What follows belongs to an exercise in optimizing a design on an open flow for small area; a production flow would make more cautious choices.
In this exercise RTL edits were held to simulation tests only and were not proved equivalent to the original.
No driver is modelled on the clock port, so clocking that relies on it looks cheaper here than on a real chip.
Power and IR drop assume default switching activity.

### flow/design.v
`timescale 1ns / 1ps
module bmp_stream_deframer (
  input  logic               clk,
  input  logic               rst,
  input  logic               in_valid,
  output logic               in_ready,
  input  logic [7:0]         data_byte,
  input  logic               end_of_stream,
  output logic               out_valid,
  input  logic               out_ready,
  output logic [1:0]         result_kind,
  output logic [7:0]         pixel_byte,
  output logic               row_end,
  output logic               image_end,
  output logic signed [31:0] image_width,
  output logic signed [31:0] image_height,
  output logic [15:0]        pixel_bits,
  output logic [31:0]        pixel_data_offset,
  output logic [1:0]         error_code
);
  localparam logic [2:0] PH_HEADER = 3'd0;
  localparam logic [2:0] PH_SKIP   = 3'd1;
  localparam logic [2:0] PH_ROW    = 3'd2;
  localparam logic [2:0] PH_PAD    = 3'd3;
  localparam logic [2:0] PH_WAIT   = 3'd4;
  localparam logic [5:0] HIDX_FIRST = 6'd2;
  localparam logic [5:0] HIDX_LAST  = 6'd55;
  logic [2:0]  phase, phase_next;
  logic [5:0]  hidx, hidx_next;       
  logic [31:0] off_q;                 
  logic [31:0] wid_q;
  logic [31:0] hgt_q;                 
  logic [15:0] bpp_q;
  logic       yield, is_hdr, is_pix, is_err;
  logic [1:0] err;
  logic       res_row_end, res_image_end;
  logic       step;
  logic       off_load_w, off_dec, hgt_dec;
  logic [3:0] ld_off, ld_wid, ld_hgt;
  logic [1:0] ld_bpp;
  logic off_hi_zero, off_lt54, off_eq54, off_eq55;
  logic w_pos, h_pos, empty;
  logic last_row_byte, last_image;
  logic enter_row;
  logic in_header;
  assign off_hi_zero   = (off_q[31:6] == 26'd0);
  assign off_lt54      = off_hi_zero && (off_q[5:0] < 6'd54);
  assign off_eq54      = off_hi_zero && (off_q[5:0] == 6'd54);
  assign off_eq55      = off_hi_zero && (off_q[5:0] == 6'd55);
  assign w_pos         = !wid_q[31] && (wid_q[30:0] != 31'd0);
  assign h_pos         = !hgt_q[31] && (hgt_q[30:0] != 31'd0);
  assign empty         = !(w_pos && h_pos);
  assign last_row_byte = (off_q == 32'd1) && (hidx[1:0] == 2'd2);
  assign last_image    = last_row_byte && (hgt_q == 32'd1);
  assign in_header = (phase == PH_HEADER);
  always_comb begin
    for (int k = 0; k < 4; k++) begin
      ld_off[k] = in_header && (hidx == 6'd12 + 6'(k));
      ld_wid[k] = in_header && (hidx == 6'd20 + 6'(k));
      ld_hgt[k] = in_header && (hidx == 6'd24 + 6'(k));
    end
    for (int k = 0; k < 2; k++) begin
      ld_bpp[k] = in_header && (hidx == 6'd30 + 6'(k));
    end
  end
  always_comb begin
    phase_next    = phase;
    hidx_next     = hidx;
    off_load_w    = 1'b0;
    off_dec       = 1'b0;
    hgt_dec       = 1'b0;
    yield         = 1'b0;
    is_hdr        = 1'b0;
    is_pix        = 1'b0;
    err           = 2'd0;
    res_row_end   = 1'b0;
    res_image_end = 1'b0;
    enter_row     = 1'b0;
    case (phase)
      PH_HEADER: begin
        if ((hidx == 6'd2 && data_byte != 8'h42) || (hidx == 6'd3 && data_byte != 8'h4D)) begin
          yield      = 1'b1;
          err        = 2'd1;
          phase_next = PH_WAIT;
        end else if (hidx != HIDX_LAST) begin
          hidx_next = hidx + 6'd1;
          if (end_of_stream) begin
            yield = 1'b1;
            err   = 2'd2;
          end
        end else if (off_lt54) begin
          yield      = 1'b1;
          err        = 2'd3;
          phase_next = PH_WAIT;
        end else if (end_of_stream && !empty) begin
          yield = 1'b1;
          err   = 2'd2;
        end else begin
          yield         = 1'b1;
          is_hdr        = 1'b1;
          res_image_end = empty;
          if (empty) begin
            phase_next = PH_WAIT;
          end else if (off_eq54) begin
            enter_row = 1'b1;
          end else begin
            phase_next = PH_SKIP;
          end
        end
      end
      PH_SKIP: begin
        if (end_of_stream) begin
          yield = 1'b1;
          err   = 2'd2;
        end else if (off_eq55) begin
          enter_row = 1'b1;
        end else begin
          off_dec = 1'b1;
        end
      end
      PH_ROW: begin
        if (end_of_stream && !last_image) begin
          yield = 1'b1;
          err   = 2'd2;
        end else begin
          yield         = 1'b1;
          is_pix        = 1'b1;
          res_row_end   = last_row_byte;
          res_image_end = last_image;
        end
        if (last_row_byte) begin
          off_load_w     = 1'b1;
          hgt_dec        = 1'b1;
          hidx_next[1:0] = 2'd0 - wid_q[1:0];
          if (last_image) begin
            phase_next = PH_WAIT;
          end else if (wid_q[1:0] != 2'd0) begin
            phase_next = PH_PAD;
          end
        end else if (hidx[1:0] == 2'd2) begin
          hidx_next[1:0] = 2'd0;
          off_dec        = 1'b1;
        end else begin
          hidx_next[1:0] = hidx[1:0] + 2'd1;
        end
      end
      PH_PAD: begin
        if (end_of_stream) begin
          yield = 1'b1;
          err   = 2'd2;
        end
        hidx_next[1:0] = hidx[1:0] + 2'd1;
        if (hidx[1:0] == 2'd3) begin
          phase_next = PH_ROW;
        end
      end
      default: ;
    endcase
    if (enter_row) begin
      off_load_w     = 1'b1;
      hidx_next[1:0] = 2'd0;
      phase_next     = PH_ROW;
    end
    if (end_of_stream) begin
      phase_next = PH_HEADER;
      hidx_next  = HIDX_FIRST;
    end
  end
  assign is_err    = yield && !is_hdr && !is_pix;
  assign in_ready  = out_ready;
  assign step      = in_valid && out_ready;
  assign out_valid = step && yield;
  assign result_kind       = {is_err, is_hdr};
  assign pixel_byte        = is_pix ? data_byte : 8'd0;
  assign row_end           = res_row_end;
  assign image_end         = res_image_end;
  assign error_code        = is_err ? err : 2'd0;
  assign image_width       = is_hdr ? wid_q : 32'd0;
  assign image_height      = is_hdr ? hgt_q : 32'd0;
  assign pixel_bits        = is_hdr ? bpp_q : 16'd0;
  assign pixel_data_offset = is_hdr ? off_q : 32'd0;
  always_ff @(posedge clk) begin
    if (rst) begin
      phase <= PH_HEADER;
      hidx  <= HIDX_FIRST;
    end else if (step) begin
      phase <= phase_next;
      hidx  <= hidx_next;
    end
  end
  logic [31:0] off_d, hgt_d;
  always_comb begin
    off_d = off_q - {31'd0, step && off_dec};
    if (step && off_load_w) off_d = wid_q;
    hgt_d = hgt_q - {31'd0, step && hgt_dec};
    for (int k = 0; k < 4; k++) begin
      if (step && ld_off[k]) off_d[8*k +: 8] = data_byte;
      if (step && ld_hgt[k]) hgt_d[8*k +: 8] = data_byte;
    end
  end
  always_ff @(posedge clk) begin
    off_q <= off_d;
    hgt_q <= hgt_d;
  end
  always_ff @(posedge clk) begin
    for (int k = 0; k < 4; k++) begin
      if (step && ld_wid[k]) wid_q[8*k +: 8] <= data_byte;
    end
    for (int k = 0; k < 2; k++) begin
      if (step && ld_bpp[k]) bpp_q[8*k +: 8] <= data_byte;
    end
  end
endmodule
### flow/flow/run.sh
#!/bin/bash
# Layout flow: the standard synthesis, then an area-oriented re-mapping of the
# combinational logic only (every register instance is kept as synthesis made it, with
# its name and cell type), then the standard layout with buf_1 port buffers and a clock tree
# without dummy loads.
# Each tool's full output is kept in a log file in this folder (and ORFS's own logs
# under orfs/logs).
set -euo pipefail
HERE=$(pwd)
RES=$HERE/orfs/results/$FLOW_PLATFORM/bmp_stream_deframer/base
LOGS=$HERE/orfs/logs/$FLOW_PLATFORM/bmp_stream_deframer/base

# 1. standard synthesis
bash standard.sh synth > standard_synth.log 2>&1

# 2. re-map the combinational logic for area
cp "$RES/1_2_yosys.v" "$HERE/synth_standard.v"
export REMAP_IN=$HERE/synth_standard.v
export REMAP_OUT=$HERE/synth_remap.v
export REMAP_LIB=$FLOW_HOME/platforms/$FLOW_PLATFORM/lib/sky130_fd_sc_hd__tt_025C_1v80.lib
export REMAP_ABC=$HERE/flow/remap.abc
export REMAP_DONT_USE="$(grep -o -- '-dont_use [A-Za-z0-9_]*' "$LOGS/1_2_yosys.log" | sort -u | tr '\n' ' ')"
export REMAP_SEQ="$(grep -o 'sky130_fd_sc_hd__[a-z0-9_]*' "$REMAP_IN" | sort -u | grep -E '__(e?s?df|dl|sdl)' | tr '\n' ' ')"
yosys -c flow/remap.tcl > remap_yosys.log 2>&1
cp "$REMAP_OUT" "$RES/1_2_yosys.v"
touch "$RES/1_2_yosys.v"

# 3. standard layout from the re-mapped netlist, small port buffers
export BUFFER_PORTS_ARGS="-buffer_cell sky130_fd_sc_hd__buf_1"
# clock tree: ORFS's own arguments, plus those in flow/cts_args (no dummy loads)
export CTS_ARGS="-sink_clustering_enable -repair_clock_nets $(cat flow/cts_args)"
bash standard.sh > standard.log 2>&1
### flow/flow/cts_args
-buf_list sky130_fd_sc_hd__clkbuf_4 -dont_use_dummy_load
### flow/flow/remap.abc
strash
&get -n
&st
&syn2
&dch -f
&nf -R 50
&put
### flow/flow/remap.tcl
yosys read_liberty -ignore_miss_func $::env(REMAP_LIB)
yosys read_verilog $::env(REMAP_IN)
yosys hierarchy -top $::env(FLOW_TOP)
foreach c $::env(REMAP_SEQ) { yosys setattr -mod -set keep_hierarchy 1 $c }
yosys flatten
yosys opt_clean -purge
yosys abc -liberty $::env(REMAP_LIB) {*}$::env(REMAP_DONT_USE) -script $::env(REMAP_ABC)
yosys opt_clean -purge
yosys stat -liberty $::env(REMAP_LIB)
yosys select $::env(FLOW_TOP)
yosys write_verilog -noattr -selected $::env(REMAP_OUT)
### flow/standard.sh
#!/bin/bash
# synth_recipe.tcl (not shown) runs the flow's synth.tcl, then flattens the netlist and writes it again
# the make line also repeats each setting of config.mk as NAME=value (left out here)
make -C /OpenROAD-flow-scripts/flow DESIGN_CONFIG=/design/flow/config.mk WORK_HOME=/design/flow/orfs CLKGATE_MAP_FILE= SYNTH_SCRIPT=/design/flow/synth_recipe.tcl "${@:-finish}"
### flow/config.mk
export PLATFORM = sky130hd
export DESIGN_NAME = bmp_stream_deframer
export DESIGN_NICKNAME = bmp_stream_deframer
export VERILOG_FILES = /design/flow/design.v
export SDC_FILE = /design/flow/constraint.sdc
export NUM_CORES = 4
export LEC_CHECK = 0
export CAP_MARGIN = 20
export CORE_MARGIN = 2
export CORE_UTILIZATION = 55
export PLACE_DENSITY = 0.7
export SLEW_MARGIN = 20
### flow/constraint.sdc
create_clock -name core_clock -period 7.0 [get_ports {clk}]
set_input_delay 1.4000 -clock core_clock [delete_from_list [all_inputs] [get_ports {clk}]]
set_output_delay 1.4000 -clock core_clock [all_outputs]
set_load 0.01 [all_outputs]
==> results of run 1 <==
==> registers in the layout, summed over array words and instances, names as in the netlist <==
name,cells
hgt_q,32
off_q,32
wid_q,32
bpp_q,16
hidx,6
phase,3
==> worst min-delay path, delay by kind of cell (launching register included) <==
kind | cells | cell delay (ns)
flip-flops | 1 | 0.34
AO/OA/AOI/OAI | 2 | 0.11
==> per-stage QoR <==
stage          setup WS [ns]  area, um^2  instances  power, uW  utilization, %
2_1_floorplan          1.257        6245        712       1043               -
3_3_place_gp           1.493        7098       1010       1135           64.91
3_5_place_dp           1.358        7098       1010       1143           64.91
4_1_cts                1.559        7226       1027       1460           66.08
5_1_grt                1.262        7226       1027       1531           66.08
6_report               1.506        7226       1027       1462           66.08
==> power breakdown <==
group | internal, uW | switching (uW) | leakage, uW | total (uW)
Sequential | 795 | 87.3 | 0.00103 | 882
Combinational | 109 | 143 | 0.00136 | 252
Clock | 111 | 217 | 0.0000782 | 327
Total | 1010 | 447 | 0.00246 | 1460
==> layer usage <==
layer	vias to the layer above	global-route usage [%]	wire length, um
met3	39	6.422	1595
met5	-	0	0
li1	2921	-	-
met2	299	48.55	8617
met4	0	10.42	455
met1	2806	39.91	7900
==> placed cells by master, fill, tap and decap left out, types with 5 or more instances in the layout <==
master and instances:
a211oi_1 5, a21oi_1 30, a31oi_1 11, and2_0 124, and3_1 5, buf_1 140, buf_4 18, clkbuf_4 17
dfxtp_1 73, edfxtp_1 48, nand2_1 85, nand2b_1 9, nand3_1 15, nand4_1 8, nor2_1 60, nor3_1 25
nor4_1 16, o21ai_0 78, o22ai_1 5, o31ai_1 7, or3_1 12, or4_1 12, xnor2_1 20, xor2_1 14
==> worst paths after layout <==
check                    startpoint           endpoint  cells past startpoint
setup / recovery  off_q[24]$_DFF_P_      pixel_byte[0]                      8
hold / removal    hgt_q[13]$_DFF_P_  hgt_q[13]$_DFF_P_                      2
setup reg to reg  off_q[24]$_DFF_P_  hgt_q[31]$_DFF_P_                     13
hold reg to reg   hgt_q[13]$_DFF_P_  hgt_q[13]$_DFF_P_                      2
==> area by class of cell <==
type	count	area [um^2]	share of cell area, %
multi-input cells	587	3344	46.29
flip-flops and latches	121	2903	40.17
repair buffers	158	660.6	9.143
well taps	140	175.2	2.424
clock buffers	17	127.6	1.766
inverters	4	15.01	0.2078
==> results.cfg, run 1 <==
[status]
status = no timing/DRC/antenna violations

[sta]
finalSetupViolCount = 0
slew_headroom_pct = 31.96
tns_ns = 0
min_period_ns = 5.494
rsz0062_at_grt = false
fmax_mhz = 182.0
fin_skew_ns = 0.03539
holdWs_ns = 0.4912
final-max-slew-violation-count = 0
hold_viol = 0
worst_slew_pin_slew_ns = 1.015
post-route-period-util_pct = 78.49

[floorplanning]
rows = 38
core_mm2 = 0.01094
dieWidth_um = 110.5
ios = 141
die_area_mm2 = 0.01221
initial_core_util_pct = 57.06
fp.dieH_um = 110.5

[routing]
vias = 6065
avgRoutedWirePerCell_um = 18.08
dr.first_iter.drc_count = 494
wirelength_mm = 18.57
via_per_inst = 5.906
drc = 0
ant_nets = 0
dr.pass1.iters = 5

[setup_path]
slowest_stage = a21oi_1
cp.required_ns = 5.60
worstSetupPathType = flop to output port
arrival_ns = 4.09
path_delay_family = simple AND/OR/NAND/NOR gates
start_kind = flop
cpPeakStageDelay_ns = 0.58
cp-end-kind = output port
path_cells = or4_1, nor4_1, nand4_1, nor2_1, nand4b_1, a21oi_1, and2_0, buf_1
worstPathMaxFanout = 10
critPathBufInv = 1
regToRegSetupSlack_ns = 2.19

[synthesis]
syn-cell-area_mm2 = 0.006240
synthCells = 712
avgSynthCellArea_um2 = 8.764
yosys_warnings = 1
synth_nets = 725

[cts]
htreeDepth = 4
cts_root_buffer = clkbuf_4
cts_buffers = 17
post-cts-setup-buffers = 0
clk-insertion-delay-late_ns = 0.53
cts_sinks = 121
clk_pin_slew_ns = 0.11
cts.repair.resized = 0
cts_hold_buf = 0
tritoncts = done
cts.path.max_buffers = 2

[global_routing]
grt_pass1_vias = 5523
antenna_found_initial = 0
overflow = 0
grt.total_usage_pct = 29.97
grt_pass1_wl_mm = 29.15
grt_max_degree = 64

[finish]
num-fill-cells = 975
drive_above_1_share_pct = 4.284
final_nets = 902
diodes = 0
area_delta_synth_final_pct = 15.80

[run]
cap_violations = 0

[power]
leakagePower_uw = 0.002461
peakVddDrop_uv = 158.8
power_density_mw_per_mm2 = 202.3

[place]
dpl.hpwl_mm = 13.09
place_congestion = 0.9177
port_buffers = 140

[hold_path]
hold_class = flop to flop
==> inputs of run 2 (changes only) <==
--- a/flow/design.v
+++ b/flow/design.v
@@ -25,6 +25,9 @@
   localparam logic [2:0] PH_WAIT   = 3'd4;
   localparam logic [5:0] HIDX_FIRST = 6'd2;
   localparam logic [5:0] HIDX_LAST  = 6'd55;
+  logic       ib_valid;
+  logic [7:0] ib_data;
+  logic       ib_eos;
   logic [2:0]  phase, phase_next;
   logic [5:0]  hidx, hidx_next;       
   logic [31:0] off_q;                 
@@ -78,13 +81,13 @@
     enter_row     = 1'b0;
     case (phase)
       PH_HEADER: begin
-        if ((hidx == 6'd2 && data_byte != 8'h42) || (hidx == 6'd3 && data_byte != 8'h4D)) begin
+        if ((hidx == 6'd2 && ib_data != 8'h42) || (hidx == 6'd3 && ib_data != 8'h4D)) begin
           yield      = 1'b1;
           err        = 2'd1;
           phase_next = PH_WAIT;
         end else if (hidx != HIDX_LAST) begin
           hidx_next = hidx + 6'd1;
-          if (end_of_stream) begin
+          if (ib_eos) begin
             yield = 1'b1;
             err   = 2'd2;
           end
@@ -92,7 +95,7 @@
           yield      = 1'b1;
           err        = 2'd3;
           phase_next = PH_WAIT;
-        end else if (end_of_stream && !empty) begin
+        end else if (ib_eos && !empty) begin
           yield = 1'b1;
           err   = 2'd2;
         end else begin
@@ -109,7 +112,7 @@
         end
       end
       PH_SKIP: begin
-        if (end_of_stream) begin
+        if (ib_eos) begin
           yield = 1'b1;
           err   = 2'd2;
         end else if (off_eq55) begin
@@ -119,7 +122,7 @@
         end
       end
       PH_ROW: begin
-        if (end_of_stream && !last_image) begin
+        if (ib_eos && !last_image) begin
           yield = 1'b1;
           err   = 2'd2;
         end else begin
@@ -145,7 +148,7 @@
         end
       end
       PH_PAD: begin
-        if (end_of_stream) begin
+        if (ib_eos) begin
           yield = 1'b1;
           err   = 2'd2;
         end
@@ -161,17 +164,30 @@
       hidx_next[1:0] = 2'd0;
       phase_next     = PH_ROW;
     end
-    if (end_of_stream) begin
+    if (ib_eos) begin
       phase_next = PH_HEADER;
       hidx_next  = HIDX_FIRST;
     end
   end
   assign is_err    = yield && !is_hdr && !is_pix;
-  assign in_ready  = out_ready;
-  assign step      = in_valid && out_ready;
-  assign out_valid = step && yield;
+  assign step      = ib_valid && (out_ready || !yield);
+  assign in_ready  = !ib_valid || out_ready || !yield;
+  assign out_valid = ib_valid && yield;
+  always_ff @(posedge clk) begin
+    if (rst) begin
+      ib_valid <= 1'b0;
+    end else if (in_ready) begin
+      ib_valid <= in_valid;
+    end
+  end
+  always_ff @(posedge clk) begin
+    if (in_ready) begin
+      ib_data <= data_byte;
+      ib_eos  <= end_of_stream;
+    end
+  end
   assign result_kind       = {is_err, is_hdr};
-  assign pixel_byte        = is_pix ? data_byte : 8'd0;
+  assign pixel_byte        = is_pix ? ib_data : 8'd0;
   assign row_end           = res_row_end;
   assign image_end         = res_image_end;
   assign error_code        = is_err ? err : 2'd0;
@@ -194,8 +210,8 @@
     if (step && off_load_w) off_d = wid_q;
     hgt_d = hgt_q - {31'd0, step && hgt_dec};
     for (int k = 0; k < 4; k++) begin
-      if (step && ld_off[k]) off_d[8*k +: 8] = data_byte;
-      if (step && ld_hgt[k]) hgt_d[8*k +: 8] = data_byte;
+      if (step && ld_off[k]) off_d[8*k +: 8] = ib_data;
+      if (step && ld_hgt[k]) hgt_d[8*k +: 8] = ib_data;
     end
   end
   always_ff @(posedge clk) begin
@@ -204,10 +220,10 @@
   end
   always_ff @(posedge clk) begin
     for (int k = 0; k < 4; k++) begin
-      if (step && ld_wid[k]) wid_q[8*k +: 8] <= data_byte;
+      if (step && ld_wid[k]) wid_q[8*k +: 8] <= ib_data;
     end
     for (int k = 0; k < 2; k++) begin
-      if (step && ld_bpp[k]) bpp_q[8*k +: 8] <= data_byte;
+      if (step && ld_bpp[k]) bpp_q[8*k +: 8] <= ib_data;
     end
   end
 endmodule
==> results.cfg, run 2 <==
[power]
p_seq_share_pct = 68.8
p_int_uw = 924.0
peakVddDrop_uv = 106.4
clkPwrFrac_pct = 28.5
power_density_mw_per_mm2 = 156.4
combPwrFrac_pct = 2.7
switching_share_pct = 22.46
power_switching_uw = 267.7
total_power_uw = 1192
leakagePower_uw = 0.002737

[cts]
tritoncts = done
cts.path.max_buffers = 2
cts_root_buffer = clkbuf_4
cts.repair.resized = 0
cts_sinks = 131
cts_hold_buf = 0
post-cts-setup-buffers = 0
clk-insertion-delay-late_ns = 0.56
cts_buffers = 17
clk_pin_slew_ns = 0.11
htreeDepth = 4

[setup_path]
cp-end-kind = output port
arrival_ns = 4.49
start_kind = flop
worstSetupPathType = flop to output port
cp.required_ns = 5.60
worstPathMaxFanout = 73

[finish]
drive_above_1_share_pct = 3.187
final_nets = 925
final_cell_mix = 140 x buf_1, 114 x and2_0, 81 x o21ai_0, 78 x nor2_1, 74 x dfxtp_1
area_delta_synth_final_pct = 14.11
final_common_cell = buf_1
top_regs = hgt_q: 32 flops, off_q: 32 flops, wid_q: 32 flops
finish.instance_area_mm2 = 0.007619
diodes = 0

[routing]
drc = 0
ant_nets = 0
vias = 6050
dr.pass1.iters = 7
via_per_inst = 5.724
dr.first_iter.drc_count = 622
avgRoutedWirePerCell_um = 16.98
wirelength_mm = 17.95

[synthesis]
synthCells = 745
yosys_warnings = 1
syn-cell-area_mm2 = 0.006676
synth_nets = 758
avgSynthCellArea_um2 = 8.962

[floorplanning]
die_area_mm2 = 0.01304
ios = 141
dieWidth_um = 114.2
core_mm2 = 0.01191
rows = 40
fp.dieH_um = 114.2
initial_core_util_pct = 56.05

[sta]
rsz0062_at_grt = false
final-max-slew-violation-count = 0
hold_viol = 0
min_period_ns = 5.890
tns_ns = 0
slew_headroom_pct = 31.38
worst_slew_pin_slew_ns = 1.021
post-route-period-util_pct = 84.15
fin_skew_ns = 0.04164
finalSetupViolCount = 0
fmax_mhz = 169.8
fin_ws_ns = 1.110

[global_routing]
overflow = 0
grt_max_degree = 74
antenna_found_initial = 0
grt_pass1_wl_mm = 27.68
grt.total_usage_pct = 27.49
grt_pass1_vias = 5395

[place]
dpl-instance-area_mm2 = 0.007481
place_congestion = 0.8981
dp_slack_ns = 1.733
port_buffers = 140
dpl.hpwl_mm = 12.62

[hold_path]
hold_class = flop to flop

[status]
status = no timing/DRC/antenna violations

[run]
cap_violations = 0
run 2: worst paths after layout:
| check | startpoint | end | slack, ns | cells after the start |
|---|---|---|---|---|
| setup / recovery | hgt_q[16]$_DFF_P_ | image_width[1] | 1.11 | 12 |
| hold / removal | hgt_q[15]$_DFF_P_ | hgt_q[15]$_DFF_P_ | 0.51 | 2 |
| setup reg to reg | off_q[24]$_DFF_P_ | hgt_q[27]$_DFF_P_ | 1.75 | 14 |
| hold reg to reg | hgt_q[15]$_DFF_P_ | hgt_q[15]$_DFF_P_ | 0.51 | 2 |
run 2: power groups by stage:
stage	registers [uW]	logic, uW	clock network (uW)
after floorplan	831	13.3	0
after global placement	837	32.5	0
after detailed placement	838	32.6	0
after CTS	820	32.7	346
after global routing	821	35.4	374
final	820	32.6	339
run 2: cell type report:
class                   count  area, um^2
clock buffers              17       127.6
fillers                  1073        4293
inverters                   5       18.77
multi-input cells         609        3497
flip-flops and latches    131        3193
well taps                 147       183.9
repair buffers            148       598.1
run 2: layer usage:
layer	routed length, um	track usage [%]	share of wire [%]
met1	7952	35.79	44
met2	8576	45.04	48
met3	936	5.241	5.2
met4	487	11.71	2.7
met5	0	0	0
run 2: worst max-delay path: stages (launching register included):
cell and delay [ns]:
dfxtp_1 0.37, nor4_1 0.40, nand2b_1 0.18, nor4_1 0.49, nand2b_1 0.11, nor4_1 0.44, nand2_1 0.21, o22ai_1 0.19
nor3_1 0.15, a21oi_4 0.71, buf_12 0.31, and2_0 0.20, buf_1 0.16
run 2: per-stage QoR:
step,utilization (%),hold slack [ns],instances
floorplan,-,0.4563,745
global placement,62.80,0.4804,1040
detailed placement,62.80,0.4814,1040
CTS,63.88,0.4982,1057
global route,63.96,0.5161,1057
finish,63.96,0.5061,1057
==> inputs of run 3 (changes only) <==
==> flow/design.v (replaced) <==
`timescale 1ns / 1ps
module bmp_stream_deframer (
  input  logic               clk,
  input  logic               rst,
  input  logic               in_valid,
  output logic               in_ready,
  input  logic [7:0]         data_byte,
  input  logic               end_of_stream,
  output logic               out_valid,
  input  logic               out_ready,
  output logic [1:0]         result_kind,
  output logic [7:0]         pixel_byte,
  output logic               row_end,
  output logic               image_end,
  output logic signed [31:0] image_width,
  output logic signed [31:0] image_height,
  output logic [15:0]        pixel_bits,
  output logic [31:0]        pixel_data_offset,
  output logic [1:0]         error_code
);
  localparam logic [5:0] ST_FIRST = 6'd10;
  localparam logic [5:0] ST_LAST  = 6'd63;
  localparam logic [5:0] ST_ROW   = 6'd0;
  localparam logic [5:0] ST_SKIP  = 6'd8;
  localparam logic [5:0] ST_WAIT  = 6'd9;
  logic [5:0]  st, st_next;
  logic [31:0] off_q;                 
  logic [31:0] wid_q;
  logic [31:0] hgt_q;                 
  logic [15:0] bpp_q;
  logic       yield, is_hdr, is_pix, is_err;
  logic [1:0] err;
  logic       res_row_end, res_image_end;
  logic       step;
  logic       off_load_w, off_dec, hgt_dec;
  logic [3:0] ld_off, ld_wid, ld_hgt;
  logic [1:0] ld_bpp;
  logic off_hi_zero, off_lt54, off_eq54, off_eq55;
  logic w_pos, h_pos, empty;
  logic last_row_byte, last_image;
  logic enter_row;
  logic in_header;
  assign off_hi_zero   = (off_q[31:6] == 26'd0);
  assign off_lt54      = off_hi_zero && (off_q[5:0] < 6'd54);
  assign off_eq54      = off_hi_zero && (off_q[5:0] == 6'd54);
  assign off_eq55      = off_hi_zero && (off_q[5:0] == 6'd55);
  assign w_pos         = !wid_q[31] && (wid_q[30:0] != 31'd0);
  assign h_pos         = !hgt_q[31] && (hgt_q[30:0] != 31'd0);
  assign empty         = !(w_pos && h_pos);
  logic in_row, in_pad, in_skip;
  assign in_header = (st >= ST_FIRST);
  assign in_row    = (st[5:2] == 4'd0);
  assign in_pad    = (st[5:2] == 4'd1);
  assign in_skip   = (st == ST_SKIP);
  always_comb begin
    for (int k = 0; k < 4; k++) begin
      ld_off[k] = (st == 6'd20 + 6'(k));
      ld_wid[k] = (st == 6'd28 + 6'(k));
      ld_hgt[k] = (st == 6'd32 + 6'(k));
    end
    for (int k = 0; k < 2; k++) begin
      ld_bpp[k] = (st == 6'd38 + 6'(k));
    end
  end
  assign last_row_byte = (off_q == 32'd1) && (st[1:0] == 2'd2);
  assign last_image    = last_row_byte && (hgt_q == 32'd1);
  always_comb begin
    st_next       = st;
    off_load_w    = 1'b0;
    off_dec       = 1'b0;
    hgt_dec       = 1'b0;
    yield         = 1'b0;
    is_hdr        = 1'b0;
    is_pix        = 1'b0;
    err           = 2'd0;
    res_row_end   = 1'b0;
    res_image_end = 1'b0;
    enter_row     = 1'b0;
    if (in_header) begin
      if ((st == 6'd10 && data_byte != 8'h42) || (st == 6'd11 && data_byte != 8'h4D)) begin
        yield   = 1'b1;
        err     = 2'd1;
        st_next = ST_WAIT;
      end else if (st != ST_LAST) begin
        st_next = st + 6'd1;
        if (end_of_stream) begin
          yield = 1'b1;
          err   = 2'd2;
        end
      end else if (off_lt54) begin
        yield   = 1'b1;
        err     = 2'd3;
        st_next = ST_WAIT;
      end else if (end_of_stream && !empty) begin
        yield = 1'b1;
        err   = 2'd2;
      end else begin
        yield         = 1'b1;
        is_hdr        = 1'b1;
        res_image_end = empty;
        if (empty) begin
          st_next = ST_WAIT;
        end else if (off_eq54) begin
          enter_row = 1'b1;
        end else begin
          st_next = ST_SKIP;
        end
      end
    end else if (in_skip) begin
      if (end_of_stream) begin
        yield = 1'b1;
        err   = 2'd2;
      end else if (off_eq55) begin
        enter_row = 1'b1;
      end else begin
        off_dec = 1'b1;
      end
    end else if (in_row) begin
      if (end_of_stream && !last_image) begin
        yield = 1'b1;
        err   = 2'd2;
      end else begin
        yield         = 1'b1;
        is_pix        = 1'b1;
        res_row_end   = last_row_byte;
        res_image_end = last_image;
      end
      if (last_row_byte) begin
        off_load_w = 1'b1;
        hgt_dec    = 1'b1;
        if (last_image) begin
          st_next = ST_WAIT;
        end else if (wid_q[1:0] != 2'd0) begin
          st_next = {4'd1, 2'd0 - wid_q[1:0]};
        end else begin
          st_next = ST_ROW;
        end
      end else if (st[1:0] == 2'd2) begin
        st_next = ST_ROW;
        off_dec = 1'b1;
      end else begin
        st_next = st + 6'd1;
      end
    end else if (in_pad) begin
      if (end_of_stream) begin
        yield = 1'b1;
        err   = 2'd2;
      end
      st_next = (st[1:0] == 2'd3) ? ST_ROW : st + 6'd1;
    end
    if (enter_row) begin
      off_load_w = 1'b1;
      st_next    = ST_ROW;
    end
    if (end_of_stream) begin
      st_next = ST_FIRST;
    end
  end
  assign is_err    = yield && !is_hdr && !is_pix;
  assign in_ready  = out_ready;
  assign step      = in_valid && out_ready;
  assign out_valid = step && yield;
  assign result_kind       = {is_err, is_hdr};
  assign pixel_byte        = is_pix ? data_byte : 8'd0;
  assign row_end           = res_row_end;
  assign image_end         = res_image_end;
  assign error_code        = is_err ? err : 2'd0;
  assign image_width       = is_hdr ? wid_q : 32'd0;
  assign image_height      = is_hdr ? hgt_q : 32'd0;
  assign pixel_bits        = is_hdr ? bpp_q : 16'd0;
  assign pixel_data_offset = is_hdr ? off_q : 32'd0;
  always_ff @(posedge clk) begin
    if (rst) begin
      st <= ST_FIRST;
    end else if (step) begin
      st <= st_next;
    end
  end
  logic [31:0] off_d, hgt_d;
  always_comb begin
    off_d = off_q - {31'd0, step && off_dec};
    if (step && off_load_w) off_d = wid_q;
    hgt_d = hgt_q - {31'd0, step && hgt_dec};
    for (int k = 0; k < 4; k++) begin
      if (step && ld_off[k]) off_d[8*k +: 8] = data_byte;
      if (step && ld_hgt[k]) hgt_d[8*k +: 8] = data_byte;
    end
  end
  always_ff @(posedge clk) begin
    off_q <= off_d;
    hgt_q <= hgt_d;
  end
  always_ff @(posedge clk) begin
    for (int k = 0; k < 4; k++) begin
      if (step && ld_wid[k]) wid_q[8*k +: 8] <= data_byte;
    end
    for (int k = 0; k < 2; k++) begin
      if (step && ld_bpp[k]) bpp_q[8*k +: 8] <= data_byte;
    end
  end
endmodule
==> results.cfg, run 3 <==
[status]
status = no timing/DRC/antenna violations

[finish]
final_nets = 879
drive_above_1_share_pct = 3.819
area_delta_synth_final_pct = 15.59
top_regs = hgt_q: 32 flops, off_q: 32 flops, wid_q: 32 flops
multi_input_area_mm2 = 0.003293
final_cell_mix = 140 x buf_1, 127 x and2_0, 106 x nor2_1, 70 x dfxtp_1, 48 x edfxtp_1
seq_area_mm2 = 0.002843
finish.instance_area_mm2 = 0.007069
diodes = 0
num-fill-cells = 967
final_common_cell = buf_1
fin_util_pct = 65.21

[setup_path]
reg2reg_depth = 12
start_kind = flop
timing.rr.end = hgt_q[31]$_DFF_P_
cp.required_ns = 5.60
worstSetupPathType = flop to output port
worstPathMaxFanout = 112
crit_start = off_q[14]$_DFF_P_
worstReg2RegStart = off_q[14]$_DFF_P_
cp-end-kind = output port
arrival_ns = 4.25
regToRegSetupSlack_ns = 2.53

[sta]
fmax_mhz = 177.0
fin_skew_ns = 0.03039
tns_ns = 0
worst_slew_pin_slew_ns = 1.159
rsz0062_at_grt = false
fin_ws_ns = 1.351
slew_headroom_pct = 22.76
finalSetupViolCount = 0
hold_viol = 0
final-max-slew-violation-count = 0
post-route-period-util_pct = 80.69
min_period_ns = 5.649

[power]
leakagePower_uw = 0.002415
total_power_uw = 1512
power_density_mw_per_mm2 = 213.9
peakVddDrop_uv = 145.1

[place]
port_buffers = 140
dpl.hpwl_mm = 12.51
dp_slack_ns = 1.777
dpl-instance-area_mm2 = 0.006923
place_congestion = 0.9360

[global_routing]
grt_pass1_wl_mm = 27.74
grt_pass1_vias = 5336
grt_max_degree = 113
antenna_found_initial = 0
grt.total_usage_pct = 30.41
overflow = 0

[cts]
cts.repair.resized = 0
cts_sinks = 118
clk_pin_slew_ns = 0.08
htreeDepth = 4
cts.path.max_buffers = 2
cts_buffers = 17
cts_root_buffer = clkbuf_4
tritoncts = done
post-cts-setup-buffers = 0
cts_hold_buf = 0
clk-insertion-delay-late_ns = 0.52

[routing]
dr.first_iter.drc_count = 560
avgRoutedWirePerCell_um = 17.91
via_per_inst = 5.908
ant_nets = 0
drc = 0
wirelength_mm = 17.98
dr.pass1.iters = 7
vias = 5932

[floorplanning]
die_area_mm2 = 0.01198
ios = 141
dieWidth_um = 109.5
fp.dieH_um = 109.5
rows = 38
core_mm2 = 0.01084
initial_core_util_pct = 56.42

[hold_path]
min_to = hgt_q[29]$_DFF_P_
hp-start = hgt_q[29]$_DFF_P_
whs_path_depth = 2
hold_class = flop to flop

[synthesis]
synth_nets = 709
yosys_warnings = 1
avgSynthCellArea_um2 = 8.787
syn-cell-area_mm2 = 0.006116
synthCells = 696

[run]
cap_violations = 0
## run 3: layout make-up
cell class,count,share of cell area [%]
multi-input combinational,572,46.58
sequential,118,40.21
clock buffer,17,1.805
timing repair buffer,151,8.602
tap,140,2.478
inverter,6,0.3186
## run 3: power by group
| part | internal (uW) | leakage, uW | switching [uW] |
|---|---|---|---|
| Combinational | 122 | 0.00133 | 174 |
| Sequential | 795 | 0.00101 | 102 |
| Clock | 111 | 0.0000782 | 209 |
| Total | 1030 | 0.00242 | 484 |
## run 3: worst max-delay path, cell delays in order, from the launching register on
cell,delay [ns]
dfxtp_1,0.35
or4_1,0.54
nor4_1,0.50
nand3_1,0.19
nor3_1,0.61
a31oi_1,0.31
clkinv_1,0.17
a21oi_4,0.04
buf_4,0.35
nor3_1,0.31
a21boi_0,0.20
buf_1,0.17
## run 3: through the flow
step | hold slack (ns) | std cells
6_report | 0.4946 | 1004
2_1_floorplan | 0.4533 | 696
4_1_cts | 0.4911 | 1004
3_5_place_dp | 0.4777 | 987
5_1_grt | 0.5317 | 1004
3_3_place_gp | 0.4714 | 987
## run 3: worst max path at each step
stage / to / slack, ns
finish: error_code[1] / 1.35
global route: error_code[1] / 0.80
CTS: error_code[1] / 1.34
detailed placement: error_code[1] / 1.78
global placement: error_code[1] / 1.76
floorplan: error_code[1] / 0.17
## run 3: per-layer routing
| layer | track usage [%] | routed length [um] | vias up |
|---|---|---|---|
| met5 | 0 | 0 | - |
| met4 | 10.04 | 279 | 0 |
| met3 | 5.513 | 1470 | 26 |
| met2 | 49.21 | 8352 | 291 |
| met1 | 41.33 | 7879 | 2747 |
| li1 | - | - | 2868 |
==> inputs of run 4 (changes only) <==
--- a/flow/flow/run.sh
+++ b/flow/flow/run.sh
@@ -18,7 +18,7 @@
 export REMAP_IN=$HERE/synth_standard.v
 export REMAP_OUT=$HERE/synth_remap.v
 export REMAP_LIB=$FLOW_HOME/platforms/$FLOW_PLATFORM/lib/sky130_fd_sc_hd__tt_025C_1v80.lib
-export REMAP_ABC=$HERE/flow/remap.abc
+export REMAP_ABC_DIR=$HERE/flow/abc
 export REMAP_DONT_USE="$(grep -o -- '-dont_use [A-Za-z0-9_]*' "$LOGS/1_2_yosys.log" | sort -u | tr '\n' ' ')"
 export REMAP_SEQ="$(grep -o 'sky130_fd_sc_hd__[a-z0-9_]*' "$REMAP_IN" | sort -u | grep -E '__(e?s?df|dl|sdl)' | tr '\n' ' ')"
 yosys -c flow/remap.tcl > remap_yosys.log 2>&1
==> flow/flow/abc/s1.abc (new file) <==
strash
&get -n
&st
&syn2
&dch -f
&nf -R 50
&put
==> flow/flow/abc/s2.abc (new file) <==
strash
&get -n
&st
&dc2
&dch -f
&nf -R 50
&put
==> flow/flow/abc/s3.abc (new file) <==
strash
&get -n
&st
&syn3
&dch -f
&nf -R 50
&put
==> flow/flow/abc/s4.abc (new file) <==
strash
&get -n
&st
&dch -f
&nf -R 50
&put
==> flow/flow/abc/s5.abc (new file) <==
strash
&get -n
&st
&synch2
&dch -f
&nf -R 50
&put
==> flow/flow/abc/s6.abc (new file) <==
strash
&get -n
&st
&syn2
&syn2
&dch -f
&nf -R 50
&put
==> flow/flow/abc/s7.abc (new file) <==
strash
&get -n
&st
&b
&syn2
&dch -f
&nf -R 50
&put
==> flow/flow/remap.tcl (replaced) <==
# Re-map the combinational logic of the standard synthesis netlist for area. The register
# instances are kept as they are (names and cell types). Several ABC scripts are tried
# from the same starting point and the smallest result is kept.
yosys read_liberty -ignore_miss_func $::env(REMAP_LIB)
yosys read_verilog $::env(REMAP_IN)
yosys hierarchy -top $::env(FLOW_TOP)
foreach c $::env(REMAP_SEQ) { yosys setattr -mod -set keep_hierarchy 1 $c }
yosys flatten
yosys opt_clean -purge
yosys design -save base

proc top_area {} {
  set f $::env(REMAP_OUT).stat
  yosys tee -q -o $f stat -liberty $::env(REMAP_LIB)
  set fh [open $f]; set t [read $fh]; close $fh
  regexp {Chip area for top module '[^']*': ([0-9.]+)} $t -> a
  return $a
}

set best ""
set best_area 1e30
foreach scr [lsort [glob $::env(REMAP_ABC_DIR)/*.abc]] {
  yosys design -load base
  yosys abc -liberty $::env(REMAP_LIB) {*}$::env(REMAP_DONT_USE) -script $scr
  yosys opt_clean -purge
  set a [top_area]
  puts "REMAP [file tail $scr] area $a"
  if { $a < $best_area } { set best_area $a; set best $scr }
}
puts "REMAP best [file tail $best] area $best_area"
yosys design -load base
yosys abc -liberty $::env(REMAP_LIB) {*}$::env(REMAP_DONT_USE) -script $best
yosys opt_clean -purge
yosys stat -liberty $::env(REMAP_LIB)
yosys select $::env(FLOW_TOP)
yosys write_verilog -noattr -selected $::env(REMAP_OUT)
removed: flow/flow/remap.abc
==> results.cfg, run 4 <==
[status]
status = no timing/DRC/antenna violations

[sta]
post-route-period-util_pct = 77.06
fmax_mhz = 185.4
hold_viol = 0
min_period_ns = 5.394
final-max-slew-violation-count = 0
slew_headroom_pct = 38.19
rsz0062_at_grt = false
fin_skew_ns = 0.05211
finalSetupViolCount = 0
tns_ns = 0
worst_slew_pin_slew_ns = 0.9143

[setup_path]
arrival_ns = 3.99
worstReg2RegStart = off_q[24]$_DFF_P_
crit_start = hgt_q[12]$_DFF_P_
cp-end-kind = output port
slowest_stage = a21oi_1
cpPeakStageDelay_ns = 0.59
worstPathMaxFanout = 10
critPathBufInv = 1
start_kind = flop
worstSetupPathType = flop to output port
path_delay_family = simple AND/OR/NAND/NOR gates
cp.required_ns = 5.60
path_cells = or3_1, or4_1, or4_1, or3b_1, nand2b_1, a21oi_1, nor3_1, o211a_1, buf_1
cpMostUsedCell = or4_1

[hold_path]
hp-start = hgt_q[27]$_DFF_P_
hold_class = flop to flop

[global_routing]
overflow = 0
grt_pass1_wl_mm = 27.30
grt_pass1_vias = 5411
grt_max_degree = 59
antenna_found_initial = 0
grt.total_usage_pct = 30.14

[finish]
finish.instance_area_mm2 = 0.007007
final_cell_mix = 140 x buf_1, 126 x and2_0, 97 x nor2_1, 70 x dfxtp_1, 48 x edfxtp_1
area_delta_synth_final_pct = 16.01
top_regs = hgt_q: 32 flops, off_q: 32 flops, wid_q: 32 flops
final_nets = 872
seq_area_mm2 = 0.002843
multi_input_area_mm2 = 0.003193
diodes = 0
fin_util_pct = 64.92
num-fill-cells = 935
final_common_cell = buf_1
drive_above_1_share_pct = 3.617

[floorplanning]
fp.dieH_um = 108.8
ios = 141
initial_core_util_pct = 55.96
die_area_mm2 = 0.01184
core_mm2 = 0.01079
rows = 38
dieWidth_um = 108.8

[cts]
clk-insertion-delay-late_ns = 0.54
cts.path.max_buffers = 2
htreeDepth = 4
post-cts-setup-buffers = 0
cts_sinks = 118
clk_pin_slew_ns = 0.10
cts_hold_buf = 0
cts_buffers = 17
cts_root_buffer = clkbuf_4
cts.repair.resized = 0
tritoncts = done

[routing]
via_per_inst = 5.959
avgRoutedWirePerCell_um = 17.76
dr.pass1.iters = 7
wl_met3_mm = 1.416
route.met2.wl_mm = 8.297
wirelength_mm = 17.71
drc = 0
dr.first_iter.drc_count = 599
m1WireLength_mm = 7.520
ant_nets = 0
vias = 5941
highest_layer = met4

[synthesis]
syn-cell-area_mm2 = 0.006040
synthCells = 687
synth_nets = 700
avgSynthCellArea_um2 = 8.791
yosys_warnings = 1

[power]
total_power_uw = 1376
peakVddDrop_uv = 139.7
leakagePower_uw = 0.002369
power_density_mw_per_mm2 = 196.3

[place]
dpl.hpwl_mm = 12.27
dpl-instance-area_mm2 = 0.006847
port_buffers = 140
place_congestion = 0.8911

[run]
cap_violations = 0
[run 4: layout make-up]
| cell class | instances | area share (%) |
|---|---|---|
| multi-input cells | 565 | 45.57 |
| flip-flops and latches | 118 | 40.57 |
| repair buffers | 153 | 9.321 |
| well taps | 140 | 2.500 |
| clock buffers | 17 | 1.821 |
| inverters | 4 | 0.2143 |
[run 4: worst paths after layout]
check                                          to  slack [ns]  depth (start not counted)
worst max-delay path                error_code[1]        1.61                          9
worst min register to register  hgt_q[27]$_DFF_P_        0.49                          2
worst max register to register  hgt_q[26]$_DFF_P_        2.77                         11
worst min-delay path            hgt_q[27]$_DFF_P_        0.49                          2
[run 4: per-stage QoR]
step / cells / hold WS [ns] / setup slack, ns
2_1_floorplan: 687 / 0.4403 / 0.06487
3_3_place_gp: 978 / 0.4666 / 1.999
3_5_place_dp: 978 / 0.4737 / 1.936
4_1_cts: 995 / 0.4898 / 1.473
5_1_grt: 997 / 0.5098 / 1.300
6_report: 997 / 0.4884 / 1.606
[run 4: power breakdown]
| group | internal, uW | switching (uW) | leakage [uW] |
|---|---|---|---|
| logic | 85.2 | 124 | 0.00129 |
| clock network | 111 | 221 | 0.0000782 |
| registers | 769 | 65.5 | 0.00101 |
[run 4: worst min-delay path: cells and delay by family, from the launching register on]
kind	cells	cell delay [ns]
DFF	1	0.33
AOI/OAI and AO/OA	2	0.12
[run 4: routing by layer]
| layer | vias up | global-route usage, % |
|---|---|---|
| li1 | 2842 | - |
| met3 | 41 | 5.918 |
| met1 | 2751 | 39.40 |
| met4 | 0 | 13.19 |
| met2 | 307 | 48.71 |
| met5 | - | 0 |
==> inputs of run 5 (changes only) <==
--- a/flow/design.v
+++ b/flow/design.v
@@ -186,16 +186,23 @@
       if (step && ld_hgt[k]) hgt_d[8*k +: 8] = data_byte;
     end
   end
+  logic [31:0] off_n, hgt_n;
+  assign off_q = ~off_n;
+  assign hgt_q = ~hgt_n;
   always_ff @(posedge clk) begin
-    off_q <= off_d;
-    hgt_q <= hgt_d;
-  end
+    off_n <= ~off_d;
+    hgt_n <= ~hgt_d;
+  end
+  logic [31:0] wid_n;
+  logic [15:0] bpp_n;
+  assign wid_q = ~wid_n;
+  assign bpp_q = ~bpp_n;
   always_ff @(posedge clk) begin
     for (int k = 0; k < 4; k++) begin
-      if (step && ld_wid[k]) wid_q[8*k +: 8] <= data_byte;
+      if (step && ld_wid[k]) wid_n[8*k +: 8] <= ~data_byte;
     end
     for (int k = 0; k < 2; k++) begin
-      if (step && ld_bpp[k]) bpp_q[8*k +: 8] <= data_byte;
+      if (step && ld_bpp[k]) bpp_n[8*k +: 8] <= ~data_byte;
     end
   end
 endmodule
==> flow/flow/cts_args (replaced) <==
-buf_list sky130_fd_sc_hd__clkbuf_2 sky130_fd_sc_hd__clkbuf_4 -dont_use_dummy_load
==> results.cfg, run 5 <==
[synthesis]
yosys_warnings = 1
synth_nets = 706
avgSynthCellArea_um2 = 8.363
syn-cell-area_mm2 = 0.005796
synthCells = 693

[floorplanning]
fp.dieH_um = 106.7
initial_core_util_pct = 56.39
dieWidth_um = 106.7
ios = 141
rows = 37

[status]
status = aborted with a tool error
flow.stopped_at = 4_1_cts
error_line = [ERROR STA-0564] clock_tree_synthesis positional arguments not supported.

[place]
place_congestion = 0.9845
placedCellCount = 975
port_buffers = 140
dpl.hpwl_mm = 12.70
-- run 5: how the worst max path moves through the flow --
| stage | start | end |
|---|---|---|
| detailed placement | data_byte[6] | error_code[1] |
| global placement | data_byte[2] | error_code[1] |
| floorplan | off_n[9]$_DFF_P_ | result_kind[0] |
-- run 5: through the flow --
stage / setup slack (ns) / total power, uW / cell area (um^2)
2_1_floorplan: 1.664 / 771.2 / 5796
3_3_place_gp: 1.932 / 801.2 / 6548
3_5_place_dp: 1.904 / 802.0 / 6548
-- run 5: power by group through the flow --
stage	clock (uW)	sequential (uW)	combinational, uW
floorplan	0	740	31.6
global placement	0	741	59.7
detailed placement	0	742	60.4
==> inputs of run 6 (changes only) <==
==> flow/flow/cts_args (replaced) <==
-buf_list sky130_fd_sc_hd__clkbuf_4 -dont_use_dummy_load
==> results.cfg, run 6 <==
[status]
status = no timing/DRC/antenna violations

[floorplanning]
initial_core_util_pct = 56.39
dieWidth_um = 106.7
core_mm2 = 0.01028
rows = 37
die_area_mm2 = 0.01137
ios = 141
fp.dieH_um = 106.7

[cts]
tritoncts = done
cts_buffers = 17
cts_sinks = 118
clk-insertion-delay-late_ns = 0.53
post-cts-setup-buffers = 0
cts.path.max_buffers = 2
cts_hold_buf = 0
clk_pin_slew_ns = 0.10
cts_root_buffer = clkbuf_4
cts.repair.resized = 0
htreeDepth = 4

[finish]
final_cell_mix = 173 x nor2_1, 140 x buf_1, 70 x dfxtp_1, 62 x nand2_1, 59 x o21ai_0
area_delta_synth_final_pct = 15.65
final_common_cell = nor2_1
num-fill-cells = 973
diodes = 0
top_regs = hgt_n: 32 flops, off_n: 32 flops, wid_n: 32 flops
final_nets = 872
drive_above_1_share_pct = 3.034
finish.instance_area_mm2 = 0.006703

[sta]
worst_slew_pin_slew_ns = 0.8812
hold_viol = 0
fmax_mhz = 189.6
final-max-slew-violation-count = 0
finalSetupViolCount = 0
tns_ns = 0
fin_skew_ns = 0.02725
rsz0062_at_grt = false
min_period_ns = 5.274
post-route-period-util_pct = 75.35
slew_headroom_pct = 40.71

[routing]
via_per_inst = 5.923
ant_nets = 0
vias = 5882
avgRoutedWirePerCell_um = 18.20
drc = 0
dr.pass1.iters = 6
dr.first_iter.drc_count = 534
wirelength_mm = 18.07

[setup_path]
cp-end-kind = output port
critPathBufInv = 2
cpPeakStageDelay_ns = 0.62
worstSetupPathType = flop to output port
path_depth = 10
start_kind = flop
worstReg2RegStart = off_n[8]$_DFF_P_
path_delay_family = simple AND/OR/NAND/NOR gates
cp.required_ns = 5.60
path_cells = nand4_1, nor3_1, nand4_1, o21ai_0, nand2b_1, o21a_4, buf_16, nand2_1, a21oi_1, buf_1
cpMostUsedCell = nand4_1
arrival_ns = 3.87
worstPathMaxFanout = 82
reg2reg_depth = 15
crit_start = off_n[8]$_DFF_P_
timing.rr.end = hgt_n[28]$_DFF_P_
slowest_stage = o21ai_0
crit_path_end = error_code[1]
regToRegSetupSlack_ns = 2.52

[power]
peakVddDrop_uv = 138.7
leakagePower_uw = 0.002437
power_density_mw_per_mm2 = 166.0

[place]
dpl.hpwl_mm = 12.70
dpl-instance-area_mm2 = 0.006548
place_congestion = 0.9845
port_buffers = 140

[synthesis]
synth_nets = 706
yosys_warnings = 1
avgSynthCellArea_um2 = 8.363
synthCells = 693
syn-cell-area_mm2 = 0.005796

[global_routing]
grt_max_degree = 113
grt.total_usage_pct = 31.94
antenna_found_initial = 0
grt_pass1_wl_mm = 27.81
overflow = 0
grt_pass1_vias = 5294

[hold_path]
hold_class = flop to flop
whs_path_depth = 2

[run]
cap_violations = 0
run 6: metal layers:
metal | global-route usage, % | up-vias | routed length [um]
li1 | - | 2828 | -
met1 | 44.17 | 2740 | 7728
met2 | 50.64 | 273 | 8339
met3 | 6.079 | 41 | 1570
met4 | 10.76 | 0 | 431
met5 | 0 | - | 0
run 6: how the worst min path moves through the flow:
| stage | slack (ns) | to | startpoint |
|---|---|---|---|
| final | 0.51 | hgt_n[4]$_DFF_P_ | hgt_n[4]$_DFF_P_ |
| after global routing | 0.56 | hgt_n[4]$_DFF_P_ | hgt_n[4]$_DFF_P_ |
| after CTS | 0.51 | hgt_n[4]$_DFF_P_ | hgt_n[4]$_DFF_P_ |
| after detailed placement | 0.50 | hgt_n[4]$_DFF_P_ | hgt_n[4]$_DFF_P_ |
| after global placement | 0.49 | hgt_n[4]$_DFF_P_ | hgt_n[4]$_DFF_P_ |
| after floorplan | 0.47 | hgt_n[4]$_DFF_P_ | hgt_n[4]$_DFF_P_ |
run 6: cell type report:
class / count / area, um^2 / share of cell area, %
multi-input cells: 556 / 2893 / 43.16
flip-flops and latches: 118 / 2843 / 42.41
repair buffers: 147 / 598.1 / 8.923
well taps: 136 / 170.2 / 2.539
clock buffers: 17 / 127.6 / 1.904
inverters: 19 / 71.32 / 1.064
run 6: power by group:
group | internal, uW | switching [uW] | leakage, uW
clock | 111 | 214 | 0.0000782
combinational | 17.6 | 44.3 | 0.00136
sequential | 718 | 7.68 | 0.000996
run 6: stage by stage:
stage | instances | hold WS, ns | total power (uW) | util (%) | setup WS (ns)
final | 993 | 0.5054 | 1113 | 65.22 | 1.726
after global routing | 993 | 0.5611 | 1149 | 65.22 | 1.376
after CTS | 992 | 0.5127 | 1114 | 64.95 | 1.469
after detailed placement | 975 | 0.5020 | 802.0 | 63.71 | 1.904
after global placement | 975 | 0.4853 | 801.2 | 63.71 | 1.932
after floorplan | 693 | 0.4656 | 771.2 | - | 1.664
run 6: worst register-to-register path: cells and delay by family, from the launching register on:
| family | cells | cell delay, ns |
|---|---|---|
| muxes | 1 | 0.34 |
| and+or+nand+nor | 14 | 3.60 |
| DFF | 1 | 0.43 |
==> inputs of run 7 (changes only) <==
--- a/flow/flow/run.sh
+++ b/flow/flow/run.sh
@@ -2,7 +2,7 @@
 # Layout flow: the standard synthesis, then an area-oriented re-mapping of the
 # combinational logic only (every register instance is kept as synthesis made it, with
 # its name and cell type), then the standard layout with buf_1 port buffers and a clock tree
-# without dummy loads.
+# without dummy loads whose high-fanout leaf buffers are upsized.
 # Each tool's full output is kept in a log file in this folder (and ORFS's own logs
 # under orfs/logs).
 set -euo pipefail
@@ -29,4 +29,6 @@
 export BUFFER_PORTS_ARGS="-buffer_cell sky130_fd_sc_hd__buf_1"
 # clock tree: ORFS's own arguments, plus those in flow/cts_args (no dummy loads)
 export CTS_ARGS="-sink_clustering_enable -repair_clock_nets $(cat flow/cts_args)"
+# after CTS, clock buffers with a large fanout are upsized (flow/post_cts.tcl)
+export POST_CTS_TCL=$HERE/flow/post_cts.tcl
 bash standard.sh > standard.log 2>&1
==> flow/flow/post_cts.tcl (new file) <==
set n_up 0
foreach net [[ord::get_db_block] getNets] {
  if { [$net getSigType] != "CLOCK" } { continue }
  set drv ""
  set sinks 0
  foreach it [$net getITerms] {
    if { [$it isOutputSignal] } { set drv [$it getInst] } else { incr sinks }
  }
  if { $drv == "" || $sinks < 11 } { continue }
  if { [[$drv getMaster] getName] != "sky130_fd_sc_hd__clkbuf_4" } { continue }
  replace_cell [get_cells [$drv getName]] sky130_fd_sc_hd__clkbuf_8
  incr n_up
}
puts "post_cts: upsized $n_up clock buffers"
if { $n_up > 0 } {
  detailed_placement
  check_placement -verbose
  estimate_parasitics -placement
}
==> results.cfg, run 7 <==
[sta]
min_period_ns = 5.204
tns_ns = 0
fin_ws_ns = 1.796
fin_skew_ns = 0.03330
fmax_mhz = 192.2
hold_viol = 0
slew_headroom_pct = 40.57
post-route-period-util_pct = 74.35
final-max-slew-violation-count = 0
rsz0062_at_grt = false
finalSetupViolCount = 0
worst_slew_pin_slew_ns = 0.8832

[setup_path]
reg2reg_depth = 15
cp.required_ns = 5.60
worstReg2RegStart = off_n[8]$_DFF_P_
regToRegSetupSlack_ns = 2.52
slowest_stage = buf_1
cpMostUsedCell = buf_1
critPathBufInv = 3
worstPathMaxFanout = 9
path_cells = buf_1, clkinv_1, nor4_1, a41oi_1, o21bai_1, nor2b_1, o21ai_0, a21oi_1, buf_1
cpPeakStageDelay_ns = 0.47
worstSetupPathType = primary input to output port
start_kind = primary input
cp-end-kind = output port
crit_start = data_byte[6]
path_delay_family = buffers and inverters
timing.rr.end = hgt_n[28]$_DFF_P_
path_depth = 9
arrival_ns = 3.80

[status]
status = no timing/DRC/antenna violations

[run]
cap_violations = 0

[power]
peakVddDrop_uv = 137.9
leakagePower_uw = 0.002440
power_density_mw_per_mm2 = 167.2
total_power_uw = 1122

[floorplanning]
core_mm2 = 0.01028
rows = 37
initial_core_util_pct = 56.39
ios = 141
die_area_mm2 = 0.01137
dieWidth_um = 106.7
fp.dieH_um = 106.7

[routing]
wirelength_mm = 18.14
dr.first_iter.drc_count = 461
ant_nets = 0
dr.pass1.iters = 5
vias = 5909
via_per_inst = 5.951
drc = 0
avgRoutedWirePerCell_um = 18.27

[place]
place_congestion = 0.9845
dp_slack_ns = 1.904
dpl.hpwl_mm = 12.70
dpl-instance-area_mm2 = 0.006548
port_buffers = 140
placedCellCount = 975

[cts]
tritoncts = done
clk_pin_slew_ns = 0.08
clk-insertion-delay-late_ns = 0.42
cts_sinks = 118

[finish]
top_regs = hgt_n: 32 flops, off_n: 32 flops, wid_n: 32 flops
area_delta_synth_final_pct = 15.76
final_cell_mix = 173 x nor2_1, 140 x buf_1, 70 x dfxtp_1, 62 x nand2_1, 59 x o21ai_0
multi_input_area_mm2 = 0.002893
final_nets = 872
final_cells = 993
drive_above_1_share_pct = 3.034
seq_area_mm2 = 0.002843
final_common_cell = nor2_1
num-fill-cells = 972
finish.instance_area_mm2 = 0.006709
diodes = 0

[global_routing]
grt_max_degree = 113
overflow = 0
grt_pass1_wl_mm = 27.80
grt.total_usage_pct = 31.96
grt_pass1_vias = 5281
antenna_found_initial = 0

[synthesis]
yosys_warnings = 1
synth_nets = 706
synthCells = 693
avgSynthCellArea_um2 = 8.363
syn-cell-area_mm2 = 0.005796

[hold_path]
whs_path_depth = 2
hp-start = hgt_n[4]$_DFF_P_
hold_class = flop to flop
min_to = hgt_n[4]$_DFF_P_
## run 7: area by class of cell
| cell class | instances | share of cell area, % |
|---|---|---|
| Inverter | 19 | 1.063 |
| Tap cell | 136 | 2.536 |
| Sequential cell | 118 | 42.37 |
| Clock buffer | 17 | 1.996 |
| Multi-Input combinational cell | 556 | 43.12 |
| Timing Repair Buffer | 147 | 8.915 |
## run 7: worst max-delay path by stage
stage / to / slack, ns
floorplan: result_kind[0] / 1.66
global placement: error_code[1] / 1.93
detailed placement: error_code[1] / 1.90
global route: error_code[1] / 1.51
finish: error_code[1] / 1.80
## run 7: worst register-to-register path: cells and delay by family (launching register included)
family / cells / cell delay (ns)
simple gates: 14 / 3.58
flops: 1 / 0.44
mux: 1 / 0.34
## run 7: layer usage
metal  up-vias  GRT usage [%]  routed length [um]
met5         -              0                   0
met4         0          10.48                 409
met3        41          6.444                1519
met2       282          50.59                8400
met1      2758          44.17                7814
li1       2828              -                   -
## run 7: report_power, final
part | switching (uW) | leakage, uW | internal [uW]
combinational | 44.2 | 0.00136 | 17.6
sequential | 7.81 | 0.000996 | 718
clock | 215 | 0.0000808 | 119
total | 267 | 0.00244 | 855
## run 7: per-stage QoR
step | util [%] | hold WS (ns)
floorplan | - | 0.4656
global placement | 63.71 | 0.4853
detailed placement | 63.71 | 0.5020
global route | 65.28 | 0.5609
finish | 65.28 | 0.5051
==> inputs of run 8 (changes only) <==
--- a/flow/design.v
+++ b/flow/design.v
@@ -24,6 +24,9 @@
   localparam logic [5:0] ST_SKIP  = 6'd8;
   localparam logic [5:0] ST_WAIT  = 6'd9;
   logic [5:0]  st, st_next;
+  logic       ib_valid;
+  logic [7:0] ib_data;
+  logic       ib_eos;
   logic [31:0] off_q;                 
   logic [31:0] wid_q;
   logic [31:0] hgt_q;                 
@@ -77,13 +80,13 @@
     res_image_end = 1'b0;
     enter_row     = 1'b0;
     if (in_header) begin
-      if ((st == 6'd10 && data_byte != 8'h42) || (st == 6'd11 && data_byte != 8'h4D)) begin
+      if ((st == 6'd10 && ib_data != 8'h42) || (st == 6'd11 && ib_data != 8'h4D)) begin
         yield   = 1'b1;
         err     = 2'd1;
         st_next = ST_WAIT;
       end else if (st != ST_LAST) begin
         st_next = st + 6'd1;
-        if (end_of_stream) begin
+        if (ib_eos) begin
           yield = 1'b1;
           err   = 2'd2;
         end
@@ -91,7 +94,7 @@
         yield   = 1'b1;
         err     = 2'd3;
         st_next = ST_WAIT;
-      end else if (end_of_stream && !empty) begin
+      end else if (ib_eos && !empty) begin
         yield = 1'b1;
         err   = 2'd2;
       end else begin
@@ -107,7 +110,7 @@
         end
       end
     end else if (in_skip) begin
-      if (end_of_stream) begin
+      if (ib_eos) begin
         yield = 1'b1;
         err   = 2'd2;
       end else if (off_eq55) begin
@@ -116,7 +119,7 @@
         off_dec = 1'b1;
       end
     end else if (in_row) begin
-      if (end_of_stream && !last_image) begin
+      if (ib_eos && !last_image) begin
         yield = 1'b1;
         err   = 2'd2;
       end else begin
@@ -142,7 +145,7 @@
         st_next = st + 6'd1;
       end
     end else if (in_pad) begin
-      if (end_of_stream) begin
+      if (ib_eos) begin
         yield = 1'b1;
         err   = 2'd2;
       end
@@ -152,16 +155,29 @@
       off_load_w = 1'b1;
       st_next    = ST_ROW;
     end
-    if (end_of_stream) begin
+    if (ib_eos) begin
       st_next = ST_FIRST;
     end
   end
   assign is_err    = yield && !is_hdr && !is_pix;
-  assign in_ready  = out_ready;
-  assign step      = in_valid && out_ready;
-  assign out_valid = step && yield;
+  assign step      = ib_valid && (out_ready || !yield);
+  assign in_ready  = !ib_valid || out_ready || !yield;
+  assign out_valid = ib_valid && yield;
+  always_ff @(posedge clk) begin
+    if (rst) begin
+      ib_valid <= 1'b0;
+    end else if (in_ready) begin
+      ib_valid <= in_valid;
+    end
+  end
+  always_ff @(posedge clk) begin
+    if (in_ready) begin
+      ib_data <= data_byte;
+      ib_eos  <= end_of_stream;
+    end
+  end
   assign result_kind       = {is_err, is_hdr};
-  assign pixel_byte        = is_pix ? data_byte : 8'd0;
+  assign pixel_byte        = is_pix ? ib_data : 8'd0;
   assign row_end           = res_row_end;
   assign image_end         = res_image_end;
   assign error_code        = is_err ? err : 2'd0;
@@ -182,8 +198,8 @@
     if (step && off_load_w) off_d = wid_q;
     hgt_d = hgt_q - {31'd0, step && hgt_dec};
     for (int k = 0; k < 4; k++) begin
-      if (step && ld_off[k]) off_d[8*k +: 8] = data_byte;
-      if (step && ld_hgt[k]) hgt_d[8*k +: 8] = data_byte;
+      if (step && ld_off[k]) off_d[8*k +: 8] = ib_data;
+      if (step && ld_hgt[k]) hgt_d[8*k +: 8] = ib_data;
     end
   end
   logic [31:0] off_n, hgt_n;
@@ -199,10 +215,10 @@
   assign bpp_q = ~bpp_n;
   always_ff @(posedge clk) begin
     for (int k = 0; k < 4; k++) begin
-      if (step && ld_wid[k]) wid_n[8*k +: 8] <= ~data_byte;
+      if (step && ld_wid[k]) wid_n[8*k +: 8] <= ~ib_data;
     end
     for (int k = 0; k < 2; k++) begin
-      if (step && ld_bpp[k]) bpp_n[8*k +: 8] <= ~data_byte;
+      if (step && ld_bpp[k]) bpp_n[8*k +: 8] <= ~ib_data;
     end
   end
 endmodule
==> results.cfg, run 8 <==
[status]
status = no timing/DRC/antenna violations

[sta]
final-max-slew-violation-count = 0
worst_slew_pin_slew_ns = 1.050
hold_viol = 0
finalSetupViolCount = 0
fin_skew_ns = 0.03287
slew_headroom_pct = 29.47
fmax_mhz = 204.6
post-route-period-util_pct = 69.84
rsz0062_at_grt = false
tns_ns = 0
min_period_ns = 4.889

[place]
port_buffers = 140
dpl.hpwl_mm = 13.65
place_congestion = 1.023
placedCellCount = 1000
dpl-instance-area_mm2 = 0.006923

[finish]
final_common_cell = nor2_1
num-fill-cells = 939
diodes = 0
finish.instance_area_mm2 = 0.007078
final_cells = 1017
final_cell_mix = 187 x nor2_1, 140 x buf_1, 71 x dfxtp_1, 57 x edfxtp_1, 53 x nand2_1
drive_above_1_share_pct = 2.965
top_regs = hgt_n: 32 flops, off_n: 32 flops, wid_n: 32 flops
final_nets = 892
area_delta_synth_final_pct = 14.72

[setup_path]
cp.required_ns = 7.35
reg2reg_depth = 15
arrival_ns = 5.23
critPathBufInv = 1
path_depth = 15
regToRegSetupSlack_ns = 2.11
worstPathMaxFanout = 12
path_cells = clkinv_1, nor4_1, a31oi_1, o211ai_1, a211oi_2, nor4_1, nand3_1, nor4_1, and3_1, and2_0, nor2b_1, nand2_1, xnor2_1, nor2_1, a21oi_1
path_delay_family = simple AND/OR/NAND/NOR gates
start_kind = flop
slowest_stage = nor4_1
cpMostUsedCell = nor4_1
cp-end-kind = flop
cpPeakStageDelay_ns = 0.71
worstSetupPathType = flop to flop

[global_routing]
overflow = 0
grt_pass1_wl_mm = 28.59
grt_pass1_vias = 5384
antenna_found_initial = 0
grt_max_degree = 79
grt.total_usage_pct = 32.06

[synthesis]
yosys_warnings = 1
synthCells = 717
avgSynthCellArea_um2 = 8.605
synth_nets = 730
syn-cell-area_mm2 = 0.006170

[routing]
drc = 0
dr.pass1.iters = 5
dr.first_iter.drc_count = 631
wirelength_mm = 19.16
via_per_inst = 6.085
ant_nets = 0
avgRoutedWirePerCell_um = 18.84
vias = 6188

[hold_path]
whs_path_depth = 2
hold_class = flop to flop

[floorplanning]
dieWidth_um = 109.9
die_area_mm2 = 0.01208
initial_core_util_pct = 56.67
fp.dieH_um = 109.9
ios = 141
rows = 38
core_mm2 = 0.01089

[power]
peakVddDrop_uv = 137.0
leakagePower_uw = 0.002601
power_density_mw_per_mm2 = 180.8
total_power_uw = 1280

[cts]
cts_sinks = 128
clk-insertion-delay-late_ns = 0.43
tritoncts = done
clk_pin_slew_ns = 0.09

[run]
cap_violations = 0
[run 8: worst reg2reg max path, stage by stage (launching register included)]
cell and delay (ns):
edfxtp_1 0.47, clkinv_1 0.40, nor4_1 0.37, a31oi_1 0.08, o211ai_1 0.47, a211oi_2 0.30
nor4_1 0.44, nand3_1 0.27, nor4_1 0.71, and3_1 0.33, and2_0 0.27, nor2b_1 0.24
nand2_1 0.11, xnor2_1 0.15, nor2_1 0.06, a21oi_1 0.14
[run 8: routing by layer]
metal	up-vias	GRT usage [%]	wire [um]
met5	-	0	0
met4	0	13.20	469
met3	38	7.528	1570
met2	359	50.57	9108
met1	2891	42.43	8015
li1	2900	-	-
[run 8: area by class of cell]
cell class / count / area, um^2 / share of cell area, %
clock buffer: 17 / 140.1 / 1.980
tap: 140 / 175.2 / 2.475
multi-input combinational: 568 / 3003 / 42.43
timing repair buffer: 143 / 548.0 / 7.743
inverter: 21 / 78.83 / 1.114
sequential: 128 / 3133 / 44.26
[run 8: final timing paths]
| path | start | end |
|---|---|---|
| worst max-delay path | ib_data[0]$_DFFE_PP_ | hgt_n[30]$_DFF_P_ |
| worst min-delay path | hgt_n[19]$_DFF_P_ | hgt_n[19]$_DFF_P_ |
| worst max register to register | ib_data[0]$_DFFE_PP_ | hgt_n[30]$_DFF_P_ |
| worst min register to register | hgt_n[19]$_DFF_P_ | hgt_n[19]$_DFF_P_ |
[run 8: where the power goes]
part	total, uW	internal (uW)	switching (uW)	leakage, uW
clock	353	125	228	0.0000834
combinational	98.1	27.9	70.2	0.00142
sequential	829	796	33.4	0.00110
[run 8: through the flow]
stage | setup slack (ns) | utilization, % | hold slack (ns)
3_3_place_gp | 2.514 | 63.50 | 0.5093
3_5_place_dp | 2.244 | 63.58 | 0.5140
2_1_floorplan | 0.06839 | - | 0.4911
6_report | 2.111 | 65.01 | 0.5354
5_1_grt | 1.628 | 65.01 | 0.5789

-- what the ideal ports hide --
How much do the figures lean on ideal ports? The routed layouts below were timed once more, with nothing changed but the port constraints. Step 1: set_driving_cell puts a clkbuf_16 on clk and a buf_2 on each other input, an assumption about the parent block. Step 2 moves the port delays by t, midway between the first and last clock arrival at a register: inputs arrive t later, outputs are due t later. That takes back most of the time a late clock gives input paths. Slacks: no drivers / after step 1 / after step 2; pairs: no drivers / after step 1.
run	t (ns)	setup slack, ns	cell pins on the clock port's net
run 1	0.551	1.506 / 1.470 / 1.246	1
run 2	0.569	1.110 / 1.077 / 1.646	1
run 3	0.538	1.351 / 1.316 / 1.628	1
run 4	0.553	1.606 / 1.570 / 1.829	1
run 6	0.548	1.726 / 1.693 / 1.765	1
run 7	0.442	1.796 / 1.766 / 1.766	1
run 8	0.450	2.111 / 2.081 / 2.111	1
After both steps every run listed still meets setup and hold. The setup slack of run 1, which loses most, moves by -0.036 ns with the drivers and by -0.260 ns with both steps.
